This design comes from an exercise in tuning for small area on the open sky130 flow, not from production work.
The RTL was checked by simulation tests, not by an equivalence proof against the original design.
Power figures rest on the tool's default switching activity, not on a simulated workload. The flow treats the clock pin as an ideal source, which a real chip does not have.

==> flow/design.v <==
`timescale 1ns/1ns
`default_nettype none
module alu (
	input logic [1:0] a,
	input logic [1:0] b,
	input logic cin,
	input logic sub,
	input logic [1:0] sel,
	output logic [1:0] y,
	output logic cout,
	output logic eq,
	output logic lt
);
	localparam logic [1:0] SEL_SUM = 2'd0;
	localparam logic [1:0] SEL_AND = 2'd1;
	localparam logic [1:0] SEL_OR = 2'd2;
	logic [1:0] bb, p, g, s;
	logic [2:0] c;
	always_comb begin
		bb = sub ? ~b : b;
		p = a ^ bb;
		g = a & bb;
		c[0] = cin;
		for (int i = 0; i < 2; i++) begin
			c[i+1] = g[i] | (p[i] & c[i]);
		end
		s = p ^ c[1:0];
		cout = c[2];
		eq = &p;
		lt = p[1] ^ c[2];
		case (sel)
			SEL_SUM: y = s;
			SEL_AND: y = a & b;
			SEL_OR: y = a | b;
			default: y = 2'b00;
		endcase
	end
endmodule
`default_nettype wire
`timescale 1ns/1ns
`default_nettype none
module reg_file (
	input logic clk,
	input logic clr,
	input logic [4:0] ra,
	input logic we,
	input logic [4:0] wa,
	input logic [1:0] wd,
	output logic [1:0] rd
);
	logic [31:0] ring [1:31];
	logic [31:1] rsel, wsel;
	logic [1:0] wdc;
	logic [3:0] rhi, whi;
	logic [7:0] rlo, wlo;
	assign rhi = 4'b0001 << ra[4:3];
	assign rlo = 8'b00000001 << ra[2:0];
	assign whi = {4{we}} & (4'b0001 << wa[4:3]);
	assign wlo = 8'b00000001 << wa[2:0];
	assign wdc = wd & {2{~clr}};
	genvar r, j;
	generate
		for (r = 1; r < 32; r++) begin : g_reg
			assign rsel[r] = rhi[r / 8] & rlo[r % 8];
			assign wsel[r] = clr | (whi[r / 8] & wlo[r % 8]);
			for (j = 0; j < 2; j++) begin : g_lane
				always_ff @(posedge clk) begin
					ring[r][j*16+15] <= (wdc[j] & wsel[r]) | (ring[r][j*16] & ~wsel[r]);
					ring[r][j*16+14:j*16] <= ring[r][j*16+15:j*16+1];
				end
			end
		end
	endgenerate
	always_comb begin
		rd = 2'b00;
		for (int i = 1; i < 32; i++) begin
			rd = rd | ({ring[i][16], ring[i][0]} & {2{rsel[i]}});
		end
	end
endmodule
`default_nettype wire
`timescale 1ns/1ns
`default_nettype none
module instr_decode (
	input logic [31:0] instr,
	output logic [2:0] cls
);
	localparam logic [5:0] OP_RTYPE = 6'h00;
	localparam logic [5:0] OP_BEQ = 6'h04;
	localparam logic [5:0] OP_ADDI = 6'h08;
	localparam logic [5:0] FN_ADD = 6'h20;
	localparam logic [5:0] FN_SUB = 6'h22;
	localparam logic [5:0] FN_AND = 6'h24;
	localparam logic [5:0] FN_OR = 6'h25;
	localparam logic [5:0] FN_SLT = 6'h2a;
	always_comb begin
		cls = 3'd0;
		case (instr[31:26])
			OP_RTYPE: begin
				case (instr[5:0])
					FN_ADD: cls = 3'd1;
					FN_SUB: cls = 3'd3;
					FN_AND: cls = 3'd4;
					FN_OR: cls = 3'd5;
					FN_SLT: cls = 3'd6;
					default: cls = 3'd0;
				endcase
			end
			OP_ADDI: cls = 3'd2;
			OP_BEQ: cls = 3'd7;
			default: cls = 3'd0;
		endcase
	end
endmodule
`default_nettype wire
`timescale 1ns/1ns
`default_nettype none
module mips_pipe_top (
	input logic clk,
	input logic arst_n,
	input logic instr_req,
	input logic [31:0] instr,
	output logic instr_ack,
	output logic br_valid,
	output logic br_taken,
	output logic wb_valid,
	output logic [4:0] wb_reg,
	output logic [31:0] wb_data
);
	localparam logic [2:0] C_NONE = 3'd0;
	localparam logic [2:0] C_ADD = 3'd1;
	localparam logic [2:0] C_ADDI = 3'd2;
	localparam logic [2:0] C_SUB = 3'd3;
	localparam logic [2:0] C_AND = 3'd4;
	localparam logic [2:0] C_OR = 3'd5;
	localparam logic [2:0] C_SLT = 3'd6;
	localparam logic [2:0] C_BEQ = 3'd7;
	logic [3:0] ph;
	logic clr, t1, t2, fix, lt_q, cy_q, eq_q;
	logic [28:0] res_hi;
	logic [2:0] res_lo;
	logic [31:0] res_q;
	assign res_q = {res_hi, res_lo};
	logic [4:0] fix_dst;
	logic [2:0] cls_in, cls;
	logic [4:0] rs, rt, dst;
	logic last, take, run, is_addi, writes, sub;
	logic [1:0] sel;
	logic [4:0] ra, wa;
	logic [1:0] rdp, a2, y2, wd, in2;
	logic cin, cout, eq2, lt2;
	instr_decode u_dec (.instr(instr), .cls(cls_in));
	assign last = (ph == 4'd15);
	assign take = last && instr_req && !instr_ack;
	always_ff @(posedge clk) begin
		if (take) begin
			cls <= cls_in;
			rs <= instr[25:21];
			rt <= {instr[20:17], (cls_in == C_ADDI) ? instr[15] : instr[16]};
			dst <= (cls_in == C_ADDI) ? instr[20:16] : instr[15:11];
		end
	end
	assign is_addi = (cls == C_ADDI);
	assign writes = (cls != C_NONE) && (cls != C_BEQ);
	assign sub = (cls == C_SUB) || (cls == C_SLT) || (cls == C_BEQ);
	always_comb begin
		case (cls)
			C_AND: sel = 2'd1;
			C_OR: sel = 2'd2;
			C_SLT: sel = 2'd3;
			default: sel = 2'd0;
		endcase
	end
	assign run = t2;
	assign ra = (t1 || is_addi) ? rs : rt;
	assign wa = fix_dst;
	reg_file u_rf (
		.clk(clk), .clr(clr), .ra(ra), .we((run && writes) || fix), .wa(wa), .wd(wd), .rd(rdp)
	);
	logic [1:0] rdf;
	assign rdf = {rdp[1], rdp[0] | (fix && lt_q && (ra == fix_dst))};
	assign a2 = (is_addi && ph[3]) ? {2{rt[0]}} : res_q[1:0];
	assign cin = (ph == 4'd0) ? sub : cy_q;
	alu u_alu (
		.a(a2), .b(rdf), .cin(cin), .sub(sub), .sel(sel),
		.y(y2), .cout(cout), .eq(eq2), .lt(lt2)
	);
	assign wd = fix ? {1'b0, lt_q} : y2;
	assign in2 = t2 ? y2 : (is_addi ? res_q[1:0] : rdf);
	always_ff @(posedge clk or negedge arst_n) begin
		if (!arst_n) begin
			ph <= 4'd0;
			clr <= 1'b1;
			t1 <= 1'b0;
			t2 <= 1'b0;
			fix <= 1'b0;
			instr_ack <= 1'b0;
		end else begin
			ph <= ph + 4'd1;
			if (last) begin
				clr <= 1'b0;
			end
			if (last) begin
				t1 <= take;
				t2 <= t1;
			end
			fix <= last && t2 && (cls == C_SLT) && (dst != 5'd0);
			if (take || (last && !instr_req)) begin
				instr_ack <= take;
			end
		end
	end
	always_ff @(posedge clk) begin
		res_hi[28:13] <= {in2, res_q[31:18]};
		{res_hi[12:0], res_lo} <= take ? instr[15:0] : res_q[17:2];
		fix_dst <= dst;
		cy_q <= cout;
		lt_q <= lt2;
		eq_q <= ((ph == 4'd0) || eq_q) && eq2;
	end
	assign wb_valid = last && run && writes && (dst != 5'd0);
	assign wb_reg = dst;
	assign wb_data = {y2, res_hi, res_lo[2] | ((cls == C_SLT) && lt2)};
	assign br_valid = last && t2 && (cls == C_BEQ);
	assign br_taken = eq_q && eq2;
endmodule
`default_nettype wire
export LEC_CHECK = 0
export ABC_AREA = 1
export CAP_MARGIN = 20
export CORE_MARGIN = 2
export CORE_UTILIZATION = 70
export CTS_CLUSTER_DIAMETER = 80
export CTS_CLUSTER_SIZE = 34
export SETUP_SLACK_MARGIN = 0.3
export SLEW_MARGIN = 20
create_clock -name core_clock -period 10.0 [get_ports {clk}]
standard.sh (not shown) runs the stock make flow with config.mk's settings and CLKGATE_MAP_FILE= SYNTH_SCRIPT=/design/flow/synth_recipe.tcl, a recipe that flattens the netlist after the stock synthesis.
==> flow/flow/run.sh <==
#!/bin/bash
# Own layout flow: the standard layout (standard.sh), changed in two places.
#  - synthesis maps with an area-recovering ABC script (flow/abc_area.script)
#    instead of ORFS's abc_area.script, which buffers and upsizes;
#    everything else in synth_recipe.tcl is kept, so registers and names are
#    the standard synthesis's.
#  - clock tree synthesis inserts no dummy loads.
#  - the input and output port buffers are buf_1 cells.
# The make output goes to standard_flow.log, ORFS's own logs to orfs/logs.
set -euo pipefail
W=$PWD
F=$W/flow
{
	head -n 1 "$W/synth_recipe.tcl"
	echo "proc abc {args} { set i [lsearch \$args -script]; set args [lreplace \$args [expr {\$i+1}] [expr {\$i+1}] $F/abc_area.script]; yosys abc {*}\$args }"
	tail -n +2 "$W/synth_recipe.tcl"
} > "$W/own_synth.tcl"
bash "$W/standard.sh" "SYNTH_SCRIPT=$W/own_synth.tcl" \
	"CTS_ARGS=-sink_clustering_enable -repair_clock_nets -sink_clustering_size 34 -sink_clustering_max_diameter 80 -dont_use_dummy_load" \
	"BUFFER_PORTS_ARGS=-buffer_cell sky130_fd_sc_hd__buf_1" \
	finish > "$W/standard_flow.log" 2>&1
==> flow/flow/abc_area.script <==
strash
dch
map -a
strash
dch
map -a
topo
Edit:
--- a/flow/design.v
+++ b/flow/design.v
@@ -46,40 +46,29 @@
 	input logic we,
 	input logic [4:0] wa,
 	input logic [1:0] wd,
 	output logic [1:0] rd
 );
 	logic [31:0] ring [1:31];
-	logic [31:1] rsel, wsel;
-	logic [1:0] wdc;
-	logic [3:0] rhi, whi;
-	logic [7:0] rlo, wlo;
-	assign rhi = 4'b0001 << ra[4:3];
-	assign rlo = 8'b00000001 << ra[2:0];
-	assign whi = {4{we}} & (4'b0001 << wa[4:3]);
-	assign wlo = 8'b00000001 << wa[2:0];
-	assign wdc = wd & {2{~clr}};
+	logic [1:0] head [0:31];
+	assign head[0] = 2'b00;
 	genvar r, j;
 	generate
 		for (r = 1; r < 32; r++) begin : g_reg
-			assign rsel[r] = rhi[r / 8] & rlo[r % 8];
-			assign wsel[r] = clr | (whi[r / 8] & wlo[r % 8]);
+			logic wr;
+			assign wr = clr | (we && (wa == r));
 			for (j = 0; j < 2; j++) begin : g_lane
+				assign head[r][j] = ring[r][j*16];
 				always_ff @(posedge clk) begin
-					ring[r][j*16+15] <= (wdc[j] & wsel[r]) | (ring[r][j*16] & ~wsel[r]);
+					ring[r][j*16+15] <= wr ? (wd[j] & ~clr) : ring[r][j*16];
 					ring[r][j*16+14:j*16] <= ring[r][j*16+15:j*16+1];
 				end
 			end
 		end
 	endgenerate
-	always_comb begin
-		rd = 2'b00;
-		for (int i = 1; i < 32; i++) begin
-			rd = rd | ({ring[i][16], ring[i][0]} & {2{rsel[i]}});
-		end
-	end
+	assign rd = head[ra];
 endmodule
 `default_nettype wire
 `timescale 1ns/1ns
 `default_nettype none
 module instr_decode (
 	input logic [31:0] instr,
Effect: The changed run finished clean. Clock power stays flat. Final cell count went up by 0.48%. Clock skew rose by 14 ps. Power climbs by 0.38%. Global-route usage climbs by 0.19 points. Sequential power stays flat. Count of clock-buffer cells in the layout does not change. Hold slack degrades by 17 ps. Setup slack gets better by 260 ps. Via count rose by 0.73%. Synthesized area barely changes. Synthesized cell count rose by 0.39%. Flip-flop and latch count stays the same.

---

RTL: the design.v shown in full above, as it stands there.
clock: 10.0 ns
lec_check: 0
abc_area: 1
cap_margin: 20
core_margin: 2
core_utilization: 70
cts_cluster_diameter: 80
cts_cluster_size: 34
setup_slack_margin: 0.3
slew_margin: 20
==> flow/flow/abc_area.script <==
strash
dch -f
map -a
strash
dch -f
map -a
strash
dch -f
map -a
topo
Scripts as last shown in full above: flow/flow/run.sh
Change:
--- a/flow/design.v
+++ b/flow/design.v
@@ -18,15 +18,14 @@
 	logic [2:0] c;
 	always_comb begin
 		bb = sub ? ~b : b;
 		p = a ^ bb;
 		g = a & bb;
 		c[0] = cin;
-		for (int i = 0; i < 2; i++) begin
-			c[i+1] = g[i] | (p[i] & c[i]);
-		end
+		c[1] = g[0] | (p[0] & c[0]);
+		c[2] = g[1] | (p[1] & c[1]);
 		s = p ^ c[1:0];
 		cout = c[2];
 		eq = &p;
 		lt = p[1] ^ c[2];
 		case (sel)
 			SEL_SUM: y = s;
=>
- core utilization does not change
- design area is unchanged
- worst setup slack stays the same
- non-clock buffer count does not change
- routed wire length is unchanged
- register-to-register slack hardly moves
- via count is unchanged
- final cell count is unchanged
- total power does not change

port drivers added, routing unchanged:
In the flow no input, the clock included, has a driving cell. The finished layouts below were timed again as built, in two steps.
Step 1 sets driving cells, clkbuf_16 on the clock port and buf_2 on the other inputs (assumed; they add their load-dependent delay and slew).
Step 2 moves the port delays by t, midway between the first and last clock arrival at a register: inputs arrive t later, outputs are due t later. That takes back most of the time a late clock gives input paths.
a / b / c = ideal / step 1 / step 2; a / b = the first two.
run	t, ns	setup WS [ns]	worst register clock-pin slew, ns	cell pins on the clock port's net
the first run of note 1	0.591	2.091 / 2.038 / 2.629	0.12 / 0.12	1
the second run of note 1	0.579	2.355 / 2.301 / 2.880	0.12 / 0.12	1
the first run of note 2	0.577	2.292 / 2.236 / 2.813	0.12 / 0.12	1
the second run of note 2	0.577	2.292 / 2.236 / 2.813	0.12 / 0.12	1
After both steps every run listed still meets setup and hold.
